What follows belongs to an exercise in optimizing a design on an open flow for small area, a short achievable clock period and few clock cycles; a production flow would make more cautious choices.
In this exercise RTL edits were held to simulation tests only and were not proved equivalent to the original.
Power figures rest on the tool's default switching activity, not on a simulated workload.

Setup of run A:
// synth_voice_allocator
module synth_voice_allocator (
    input  wire logic        i_clk,
    input  wire logic        i_rst_n,
    input  wire logic        i_in_valid,
    output logic             o_in_stall,
    input  wire logic [16:0] i_in_data,
    output logic             o_out_valid,
    input  wire logic        i_out_stall,
    output logic      [16:0] o_out_data,
    input  wire logic        psel,
    input  wire logic        penable,
    input  wire logic        pwrite,
    input  wire logic [3:0]  paddr,
    input  wire logic [31:0] pwdata,
    output logic      [31:0] prdata,
    output logic             pready
);
    localparam int K_PON  = 0;    
    localparam int K_POFF = 1;    
    localparam int K_ALL  = 2;    
    localparam int K_FIN  = 3;    
    localparam int K_MON  = 4;    
    localparam int K_MOFF = 5;    
    function automatic logic [5:0] f_kind(input logic [1:0] op, input logic mono);
        f_kind = '0;
        f_kind[K_PON]  = (op == 2'd0) && !mono;
        f_kind[K_POFF] = (op == 2'd1) && !mono;
        f_kind[K_ALL]  = (op == 2'd2);
        f_kind[K_FIN]  = (op == 2'd3);
        f_kind[K_MON]  = (op == 2'd0) && mono;
        f_kind[K_MOFF] = (op == 2'd1) && mono;
    endfunction
    function automatic logic [3:0] f_enc(input logic [15:0] oh);
        f_enc = '0;
        for (int i = 0; i < 16; i++) begin
            if (oh[i]) f_enc = f_enc | 4'(i);
        end
    endfunction
    function automatic logic [15:0] f_first(input logic [15:0] v);
        logic seen;
        seen = 1'b0;
        for (int i = 0; i < 16; i++) begin
            f_first[i] = v[i] && !seen;
            seen = seen || v[i];
        end
    endfunction
    function automatic logic [15:0] f_mask(input logic [4:0] limit, input logic dual);
        logic [4:0] l;
        l = (limit > 5'd16) ? 5'd16 : limit;
        if (dual) l = l >> 1;
        for (int i = 0; i < 16; i++) f_mask[i] = (5'(i) < l);
    endfunction
    logic        r_mono;
    logic [4:0]  r_limit;
    logic        r_dual;
    logic [31:0] r_prdata;
    logic        r_stall;
    logic        r_h_valid;
    logic [16:0] r_h_data;
    logic [5:0]  r_h_kind;
    logic [15:0] r_h_mask;    
    logic [15:0] r_snd;
    logic [15:0] r_held;
    logic [10:0] r_vkey [0:15];
    logic [15:0] r_old  [0:15];    
    logic [15:0] r_eq;
    logic [15:0] r_pend;
    logic        r_o_valid;
  ...
export LEC_CHECK = 0
export ABC_CLOCK_PERIOD_IN_PS = 3000
export CAP_MARGIN = 20
export CORE_MARGIN = 2
export CORE_UTILIZATION = 60
export CTS_CLUSTER_DIAMETER = 100
export CTS_CLUSTER_SIZE = 26
export SETUP_SLACK_MARGIN = 5
export SLEW_MARGIN = 20
create_clock -name core_clock -period 9.0 [get_ports {i_clk}]
standard.sh (not shown) runs the stock make flow with config.mk's settings and CLKGATE_MAP_FILE= SYNTH_SCRIPT=/design/flow/synth_recipe.tcl, a recipe that flattens the netlist after the stock synthesis.
==> flow/flow/run.sh <==
#!/bin/bash
set -euo pipefail
bash standard.sh SETUP_SLACK_MARGIN=6.5 finish > flow_make.log 2>&1
Run A ended with every stage complete and zero timing, DRC or antenna violations.
Testbench counts of run A, summed over its fixed seeds: cycles 3,128.
--- input diff run A..run B ---
==> flow/run.sh (new file) <==
#!/bin/bash
# synth_recipe.tcl (not shown) runs the flow's synth.tcl, then flattens the netlist and writes it again
# the make line also repeats each setting of config.mk as NAME=value (left out here)
make -C /OpenROAD-flow-scripts/flow DESIGN_CONFIG=/design/flow/config.mk WORK_HOME=/design/flow/orfs CLKGATE_MAP_FILE= SYNTH_SCRIPT=/design/flow/synth_recipe.tcl finish
removed: flow/flow/run.sh
removed: flow/standard.sh
[summary]
Achievable frequency for run B: 7.8% down relative to run A. What run A reported for final non-filler cell total has to be multiplied by 0.922 to get the figure for run B. As far as die area goes, run B and run A are indistinguishable; the numbers are identical. Run B ends up with a global-route usage that is 3.3 points lower than in run A. [compare] base=run A new=run B: number of nets in the finished design now smaller, part of the total power dissipated in combinational logic saw a decrease. Changes observed in run B relative to run A: cell total after placement climbed 43; global-route wire length before repair dropped 36,000 um.
The inputs of run C differ from those of run B as listed below.
- CORE_UTILIZATION changed from 60 to 50
==> flow/flow/run.sh (new file) <==
#!/bin/bash
set -euo pipefail
bash standard.sh SETUP_SLACK_MARGIN=6 finish > flow_make.log 2>&1
==> flow/standard.sh (new file) <==
#!/bin/bash
# synth_recipe.tcl (not shown) runs the flow's synth.tcl, then flattens the netlist and writes it again
# the make line also repeats each setting of config.mk as NAME=value (left out here)
make -C /OpenROAD-flow-scripts/flow DESIGN_CONFIG=/design/flow/config.mk WORK_HOME=/design/flow/orfs CLKGATE_MAP_FILE= SYNTH_SCRIPT=/design/flow/synth_recipe.tcl "${@:-finish}"
removed: flow/run.sh
==> run notes <==
Every stage of the flow completed for run C, and the final layout passed the timing, design-rule and antenna checks.
Run B reached the final stage; the timing, design-rule and antenna checks on its layout passed.
Critical path depth: run C vs run B up 1
Changes observed in run C relative to run B: relative area change from synthesis to final layout has increased, die area has increased, combinational power has increased.

-- afterwards: timing with drivers on the ports --
No port has a modelled driver above. Below, the same layouts with a new extraction and two added sets of constraints. Step 1 assumes that a clkbuf_16 drives the clock port and a buf_2 every other input. Step 2 adds t to the input delays and takes it off the output delays; t is the mean of the earliest and latest rising clock arrival at the registers after step 1. Input paths then give back, and output paths get back, about the clock's delay inside the block. Slacks: ideal / step 1 / step 2; pairs: ideal / step 1.
run	t (ns)	setup slack, ns	cell pins on the clock port's net
run A	0.908	5.296 / 5.296 / 4.967	1
run B	0.895	4.983 / 4.983 / 4.467	1
run C	0.917	5.314 / 5.314 / 4.898	1
After both steps setup and hold are still met in every run listed. The setup slack of run B, which loses most, moves by 0.000 ns with the drivers and by -0.516 ns with both steps.
